This is an optimization exercise on Yosys and OpenROAD, whose aim is small area, a short achievable clock period and few clock cycles, not a production implementation. The RTL was checked by simulation tests, not by an equivalence proof against the original design.

==> inputs of 05-21 <==
==> flow/design.v (excerpt) <==
module fp32_mac_core #(
   parameter logic [31:0] CANON_NAN = 32'h7FC00000
) (
   input  logic        CLK_I,
   input  logic        RSTL_I,
   input  logic        IN_VALID_I,
   input  logic [95:0] IN_DATA_I,
   output logic        IN_READY_O,
   output logic        OUT_VALID_O,
   input  logic        OUT_READY_I,
   output logic [31:0] OUT_DATA_O,
   output logic        OVERRUN_O
);
   localparam logic [1:0] K_NUM = 2'd0, K_NAN = 2'd1, K_INF = 2'd2, K_ZERO = 2'd3;
   logic       valid_prev;
   logic       rise, acc, take;
   logic [2:0] cnt_q, cnt_n;    
   logic       v0_q, v1_q, v2_q, v3_q, v4_q, v5_q;
   logic       en_o, en5, en4, en3;
   assign rise  = IN_VALID_I & ~valid_prev;
   assign acc   = rise & IN_READY_O;
   assign take  = OUT_VALID_O & OUT_READY_I;
   assign cnt_n = cnt_q + {2'd0, acc} - {2'd0, take};
   assign en_o = ~OUT_VALID_O;
   assign en5  = ~v5_q | en_o;
   assign en4  = ~v4_q | en5;
   assign en3  = ~v3_q | en4;
   always_ff @(posedge CLK_I or negedge RSTL_I) begin
      if (!RSTL_I) begin
         valid_prev  <= 1'b1;
         IN_READY_O  <= 1'b1;
         OVERRUN_O   <= 1'b0;
         OUT_VALID_O <= 1'b0;
         cnt_q       <= 3'd0;
         v0_q        <= 1'b0;
         v1_q        <= 1'b0;
         v2_q        <= 1'b0;
         v3_q        <= 1'b0;
         v4_q        <= 1'b0;
         v5_q        <= 1'b0;
      end else begin
         valid_prev <= IN_VALID_I;
         if (rise & ~IN_READY_O) OVERRUN_O <= 1'b1;
         cnt_q      <= cnt_n;
         IN_READY_O <= ~cnt_n[2];
         v0_q       <= acc;
         v1_q       <= v0_q;
         v2_q       <= v1_q;
         if (en3) v3_q <= v2_q;
         if (en4) v4_q <= v3_q;
         else if (en5) v4_q <= 1'b0;
         if (en5) v5_q <= v4_q;
         else if (en_o) v5_q <= 1'b0;
         if (en_o) OUT_VALID_O <= v5_q;
         else if (OUT_READY_I) OUT_VALID_O <= 1'b0;
      end
   end
  ...
export LEC_CHECK = 0
export CAP_MARGIN = 20
export CORE_MARGIN = 2
export CORE_UTILIZATION = 40
export SLEW_MARGIN = 20
create_clock -name core_clock -period 10.0 [get_ports {CLK_I}]
standard.sh (not shown) runs the stock make flow with config.mk's settings and CLKGATE_MAP_FILE= SYNTH_SCRIPT=/design/flow/synth_recipe.tcl, a recipe that flattens the netlist after the stock synthesis.
==> flow/flow/run.sh <==
#!/bin/bash
# The standard layout (standard.sh: the standard synthesis and ORFS flow, unchanged),
# with a tighter setup target for the timing repair steps: repair_timing works until the
# setup slack at the fixed 10 ns clock is at least SETUP_SLACK_MARGIN.
set -euo pipefail
MARGIN=$(cat flow/margin.txt)
bash standard.sh SETUP_SLACK_MARGIN=$MARGIN finish > standard_flow.log 2>&1
==> flow/flow/margin.txt <==
6.0
==> inputs of 10-25, as changes to 05-21 <==
--- a/flow/design.v
+++ b/flow/design.v
@@ -434,17 +434,13 @@
    assign c_inf    = (c[30:23] == 8'hFF) && (c[22:0] == 23'd0);
    assign a_nan    = (a[30:23] == 8'hFF) && (a[22:0] != 23'd0);
    assign b_nan    = (b[30:23] == 8'hFF) && !b_inf;
    assign c_nan    = (c[30:23] == 8'hFF) && (c[22:0] != 23'd0);
    assign mul_sign = a[31] ^ b[31];
    assign ep_m     = {2'b00, a[30:23]} + {2'b00, b[30:23]} - 10'd127;
-   logic [10:0] t1;
-   always_ff @(posedge CLK_I) begin
-      t1 <= {3'b000, c[30:23]} + 11'd127 - {3'b000, a[30:23]} - {3'b000, b[30:23]};
-   end
-   assign t_m      = t1;
+   assign t_m      = {3'b000, c[30:23]} + 11'd127 - {3'b000, a[30:23]} - {3'b000, b[30:23]};
    always_comb begin
       kind_m  = K_NUM;
       ksign_m = 1'b0;
       kill_m  = 1'b0;
       if (a_nan || b_nan || c_nan || (a_inf && b_zero) || (b_inf && a_zero) ||
           ((a_inf || b_inf) && c_inf && (mul_sign != c[31])))
@@ -457,54 +453,44 @@
          if (c_zero) begin
             kind_m = K_ZERO; ksign_m = c[31];
          end else
             kill_m = 1'b1;
       end
    end
-   logic [14:0] sk_m;        
-   logic [2:0] dp_m, dz_m;
-   always_comb begin
-      for (int k = 0; k < 3; k++) begin
-         logic [10:0] d, m;
-         d = t_m - 11'(k);
-         m = d[10] ? (11'd0 - d) : d;
-         sk_m[5*k +: 5] = (m > 11'd31) ? 5'd31 : m[4:0];
-         dp_m[k] = ~d[10] & (d != 11'd0);
-         dz_m[k] = (d == 11'd0);
-      end
-   end
    logic [34:0] s2, c2;
    logic        cy2, st2;
    logic [9:0]  ep2;
-   logic [14:0] sk2;
-   logic [2:0]  dp2, dz2;
+   logic [10:0] t2;
    logic        ps2;
    logic [31:0] cc2;
    logic [1:0]  kind2;
    logic        ks2, kill2;
    always_ff @(posedge CLK_I) begin
       s2    <= ts[34:0];
       c2    <= tc[34:0];
       cy2   <= lo13_c;
       st2   <= |lo13;
       ep2   <= ep_m;
-      sk2   <= sk_m;
-      dp2   <= dp_m;
-      dz2   <= dz_m;
+      t2    <= t_m;
       ps2   <= mul_sign;
       cc2   <= c;
       kind2 <= kind_m;
       ks2   <= ksign_m;
       kill2 <= kill_m;
    end
    logic [34:0] q;             
    logic        q_co;
    logic [23:0] pr_m;
    logic        pr_g, pr_st, pr_inc, pr_ovf;
    logic [22:0] pr_r;
    logic [23:0] rm;
+   logic [9:0]  re;
+   logic [1:0]  rk;
+   logic [10:0] dk0, dk1, dk2, dsel, dneg;
+   logic        dpos, dzero;
+   logic [4:0]  shamt;
    ks_add #(35, 6) u_qadd (.a(s2), .b(c2), .ci(cy2), .s(q), .co(q_co));
    always_comb begin
       if (q[34]) begin
          pr_m  = q[34:11];
          pr_g  = q[10];
          pr_st = (|q[9:0]) | st2;
@@ -515,64 +501,74 @@
       end
    end
    assign pr_inc = pr_g & (pr_st | pr_m[0]);
    assign pr_ovf = pr_inc & (&pr_m);
    inc_pfx #(23, 5) u_pinc (.a(pr_m[22:0]), .ci(pr_inc), .s(pr_r));
    assign rm = {1'b1, pr_r};
-   logic [4:0] sha, shb;
-   logic       dpa, dpb, dza, dzb;
+   assign rk  = {1'b0, q[34]} + {1'b0, pr_ovf};
+   assign dk0 = t2;
+   assign dk1 = t2 - 11'd1;
+   assign dk2 = t2 - 11'd2;
+   logic [9:0] ek0, ek1, ek2;
+   assign ek0 = ep2;
+   assign ek1 = ep2 + 10'd1;
+   assign ek2 = ep2 + 10'd2;
    always_comb begin
-      if (q[34]) begin
-         sha = sk2[9:5];   dpa = dp2[1]; dza = dz2[1];
-         shb = sk2[14:10]; dpb = dp2[2]; dzb = dz2[2];
-      end else begin
-         sha = sk2[4:0];   dpa = dp2[0]; dza = dz2[0];
-         shb = sk2[9:5];   dpb = dp2[1]; dzb = dz2[1];
-      end
+      case (rk)
+         2'd0:    begin dsel = dk0; re = ek0; end
+         2'd1:    begin dsel = dk1; re = ek1; end
+         default: begin dsel = dk2; re = ek2; end
+      endcase
+   end
+   function automatic logic [4:0] sat_abs(input logic [10:0] d);
+      logic [10:0] m;
+      m = d[10] ? (11'd0 - d) : d;
+      if (m > 11'd31) sat_abs = 5'd31;
+      else            sat_abs = m[4:0];
+   endfunction
+   logic [4:0] sk0, sk1, sk2;
+   assign sk0 = sat_abs(dk0);
+   assign sk1 = sat_abs(dk1);
+   assign sk2 = sat_abs(dk2);
+   always_comb begin
+      case (rk)
+         2'd0:    shamt = sk0;
+         2'd1:    shamt = sk1;
+         default: shamt = sk2;
+      endcase
    end
+   assign dpos  = ~dsel[10] & (dsel != 11'd0);
+   assign dzero = (dsel == 11'd0);
    logic [23:0] rm3;
-   logic [9:0]  ep3;
-   logic        n3, ovf3;
+   logic [9:0]  re3;
    logic        ps3;
    logic [31:0] cc3;
    logic [1:0]  kind3;
    logic        ks3, kill3;
-   logic        dpa3, dpb3, dza3, dzb3;
-   logic [4:0]  sha3, shb3;
+   logic        dpos3, dzero3;
+   logic [4:0]  sh3;
    always_ff @(posedge CLK_I) begin
       if (en3) begin
          rm3    <= rm;
-         ep3    <= ep2;
-         n3     <= q[34];
-         ovf3   <= pr_ovf;
+         re3    <= re;
          ps3    <= ps2;
          cc3    <= cc2;
          kind3  <= kind2;
          ks3    <= ks2;
          kill3  <= kill2;
-         dpa3   <= dpa;
-         dpb3   <= dpb;
-         dza3   <= dza;
-         dzb3   <= dzb;
-         sha3   <= sha;
-         shb3   <= shb;
+         dpos3  <= dpos;
+         dzero3 <= dzero;
+         sh3    <= shamt;
       end
    end
    logic [23:0] c_man, sm_in, lg_m;
    logic        c_nz, c_gt, c_bigger, sm_ok;
    logic [26:0] al_x, al_sh, al_mask, al_small;
    logic        al_st;
    logic [24:0] cmp_d;
    logic        cmp_co;
-   logic       dpos3, dzero3;
-   logic [4:0] sh3;
-   logic [9:0] re3;
-   assign dpos3  = ovf3 ? dpb3 : dpa3;
-   assign dzero3 = ovf3 ? dzb3 : dza3;
-   assign sh3    = ovf3 ? shb3 : sha3;
-   assign re3    = ep3 + {9'd0, n3} + {9'd0, ovf3};
    assign c_nz  = (cc3[30:23] != 8'h00);
    assign c_man = {c_nz, cc3[22:0]};
    ks_add #(24, 5) u_cmp (.a(rm3), .b(~c_man), .ci(1'b1), .s(cmp_d[23:0]), .co(cmp_co));
    assign c_gt     = ~cmp_co;
    assign c_bigger = kill3 | (c_nz & (dpos3 | (dzero3 & c_gt)));
    assign sm_ok    = c_nz & ~kill3;
@@ -609,54 +605,57 @@
    logic        add_co;
    logic [27:0] add_sum;
    logic [26:0] pre;
    logic [4:0]  lz;
    ks_add #(27, 5) u_add (.a({lg4, 3'b000}), .b(sm4 ^ {27{sub4}}), .ci(sub4), .s(add_s), .co(add_co));
    assign add_sum = {add_co & ~sub4, add_s};
-   lzc32 u_lzc (.x({add_sum[26:0], 5'b10000}), .n(lz));
-   logic [9:0] e4p1;
-   assign e4p1 = e4 + 10'd1;
+   always_comb begin
+      lz = 5'd27;
+      for (int i = 0; i < 27; i++)
+         if (add_sum[i]) lz = 5'(26 - i);
+   end
    assign pre = add_sum[27] ? {add_sum[27:2], add_sum[1] | add_sum[0]} : add_sum[26:0];
    logic [26:0] pre5;
    logic [4:0]  lz5;
+   logic        up5;
    logic [9:0]  e5;
    logic        s5;
    logic [1:0]  kind5;
    logic        ks5;
    always_ff @(posedge CLK_I) begin
       if (en5) begin
          pre5  <= pre;
          lz5   <= add_sum[27] ? 5'd0 : lz;
-         e5    <= add_sum[27] ? e4p1 : e4;
+         up5   <= add_sum[27];
+         e5    <= e4;
          s5    <= s4;
          kind5 <= kind4;
          ks5   <= ks4;
       end
    end
    logic [26:0] norm;
-   logic [9:0]  ne;
-   logic        ne_co;
-   logic [7:0]  ne_p1;
+   logic [9:0]  ne, ne1;
    logic [22:0] rn_r;
    logic        rn_inc, rn_ovf, zero5;
-   logic        ge254, ge255, le0, ovr, unr;
-   logic [7:0]  rnd_e;
+   logic        big0, big1, small0, small1, ovr, unr;
+   logic [9:0]  rnd_e;
    logic [31:0] res;
    assign norm   = pre5 << lz5;
    assign rn_inc = norm[2] & (norm[1] | norm[0] | norm[3]);
    assign rn_ovf = rn_inc & (&norm[26:3]);
    inc_pfx #(23, 5) u_rinc (.a(norm[25:3]), .ci(rn_inc), .s(rn_r));
-   assign zero5 = (lz5 == 5'd27);
-   ks_add #(10, 4) u_ne (.a(e5), .b(~{5'd0, lz5}), .ci(1'b1), .s(ne), .co(ne_co));
-   assign ne_p1 = ne[7:0] + 8'd1;
-   assign ge255 = ~ne[9] & (ne[8] | (&ne[7:0]));
-   assign ge254 = ~ne[9] & (ne[8] | (&ne[7:1]));
-   assign le0   = ne[9] | (ne == 10'd0);
-   assign ovr   = rn_ovf ? ge254 : ge255;
-   assign unr   = rn_ovf ? ne[9] : le0;
-   assign rnd_e = rn_ovf ? ne_p1 : ne[7:0];
+   assign zero5  = ~up5 & (lz5 == 5'd27);
+   assign ne     = e5 + {9'd0, up5} - {5'd0, lz5};
+   assign ne1    = ne + 10'd1;
+   assign big0   = ~ne[9]  & (ne  >= 10'd255);
+   assign big1   = ~ne1[9] & (ne1 >= 10'd255);
+   assign small0 = ne[9]  | (ne  == 10'd0);
+   assign small1 = ne1[9] | (ne1 == 10'd0);
+   assign ovr    = rn_ovf ? big1 : big0;
+   assign unr    = rn_ovf ? small1 : small0;
+   assign rnd_e  = rn_ovf ? ne1 : ne;
    always_comb begin
       case (kind5)
          K_NAN:  res = CANON_NAN;
          K_INF:  res = {ks5, 8'hFF, 23'd0};
          K_ZERO: res = {ks5, 31'd0};
          default:
@@ -664,13 +663,13 @@
                res = 32'd0;
             else if (ovr)
                res = {s5, 8'hFF, 23'd0};
             else if (unr)
                res = {s5, 31'd0};
             else
-               res = {s5, rnd_e, rn_r};
+               res = {s5, rnd_e[7:0], rn_r};
       endcase
    end
    always_ff @(posedge CLK_I) begin
       if (en_o) OUT_DATA_O <= res;
    end
 endmodule
@@ -720,40 +719,12 @@
       for (int l = 0; l < L; l++)
          for (int i = 0; i < W; i++)
             t[l+1][i] = (i >= (1 << l)) ? (t[l][i] & t[l][i - (1 << l)]) : t[l][i];
    end
    assign s = a ^ ({t[L][W-2:0], 1'b1} & {W{ci}});
 endmodule
-module lzc32 (
-   input  logic [31:0] x,
-   output logic [4:0]  n
-);
-   logic [15:0] v1;  logic [15:0] c1;          
-   logic [7:0]  v2;  logic [15:0] c2;          
-   logic [3:0]  v3;  logic [11:0] c3;          
-   logic [1:0]  v4;  logic [7:0]  c4;          
-   always_comb begin
-      for (int g = 0; g < 16; g++) begin
-         v1[g] = x[2*g+1] | x[2*g];
-         c1[g] = ~x[2*g+1];
-      end
-      for (int g = 0; g < 8; g++) begin
-         v2[g] = v1[2*g+1] | v1[2*g];
-         c2[2*g +: 2] = v1[2*g+1] ? {1'b0, c1[2*g+1]} : {1'b1, c1[2*g]};
-      end
-      for (int g = 0; g < 4; g++) begin
-         v3[g] = v2[2*g+1] | v2[2*g];
-         c3[3*g +: 3] = v2[2*g+1] ? {1'b0, c2[2*(2*g+1) +: 2]} : {1'b1, c2[2*(2*g) +: 2]};
-      end
-      for (int g = 0; g < 2; g++) begin
-         v4[g] = v3[2*g+1] | v3[2*g];
-         c4[4*g +: 4] = v3[2*g+1] ? {1'b0, c3[3*(2*g+1) +: 3]} : {1'b1, c3[3*(2*g) +: 3]};
-      end
-      n = v4[1] ? {1'b0, c4[7:4]} : {1'b1, c4[3:0]};
-   end
-endmodule
 module mul_tree (
    input  logic [334:0] x,
    output logic [36:0] s,
    output logic [36:0] c
 );
    wire hs1, hc2;
==> flow/run.sh (new file) <==
#!/bin/bash
# synth_recipe.tcl (not shown) runs the flow's synth.tcl, then flattens the netlist and writes it again
# the make line also repeats each setting of config.mk as NAME=value (left out here)
make -C /OpenROAD-flow-scripts/flow DESIGN_CONFIG=/design/flow/config.mk WORK_HOME=/design/flow/orfs CLKGATE_MAP_FILE= SYNTH_SCRIPT=/design/flow/synth_recipe.tcl finish
removed: flow/flow/run.sh
removed: flow/flow/margin.txt
removed: flow/standard.sh
==> inputs of 09-24, as changes to 05-21 <==
CTS_BUF_LIST = sky130_fd_sc_hd__clkbuf_8   (was unset)
==> notes.md <==
- Die area is the same in 09-24 and 05-21.
- Cell count: 10-25 is lower than 09-24 (about 5.4%).
- Wire length, lowest first: 10-25, 05-21, 09-24.
- Of 09-24 and 10-25, 09-24 has the higher sequential cell count (gap 29).
- Sequential share of layout area, highest first: 10-25, 05-21, 09-24.
- Of 09-24 and 10-25, 09-24 has the higher fmax (gap about 56%, measured against 10-25).
- Worst hold slack, highest first: 10-25, 05-21, 09-24.
- The highest design area belongs to 09-24, the lowest to 10-25.
- Of 09-24 and 10-25, 09-24 has the higher clock-buffer cell count (gap 36).
Testbench counts of 05-21, summed over its fixed seeds: cycles 4,848.
Testbench counts of 10-25, summed over its fixed seeds: cycles 4,848.
Testbench counts of 09-24, summed over its fixed seeds: cycles 4,848.

[afterwards: timing with drivers on the ports]
In the flow no input, the clock included, has a driving cell. The finished layouts below were timed again as built, in two steps.
Step 1 sets driving cells, clkbuf_16 on the clock port and buf_2 on the other inputs (assumed; they add their load-dependent delay and slew).
Step 2 adds t to the input delays and takes it off the output delays; t is the mean of the earliest and latest rising clock arrival at the registers after step 1. Input paths then give back, and output paths get back, about the clock's delay inside the block.
Slacks: ideal / step 1 / step 2; pairs: ideal / step 1.
run | t (ns) | setup slack, ns | hold WS [ns] | latest minus earliest clock arrival (ns) | cell pins on the clock port's net
05-21 | 0.695 | 5.743 / 5.743 / 5.743 | 0.373 / 0.373 / 0.373 | 0.039 / 0.039 | 1
10-25 | 0.664 | 3.528 / 3.528 / 3.528 | 0.373 / 0.373 / 0.373 | 0.031 / 0.030 | 1
09-24 | 0.763 | 5.849 / 5.849 / 5.849 | 0.363 / 0.363 / 0.363 | 0.067 / 0.068 | 1
After both steps setup and hold are still met in every run listed.
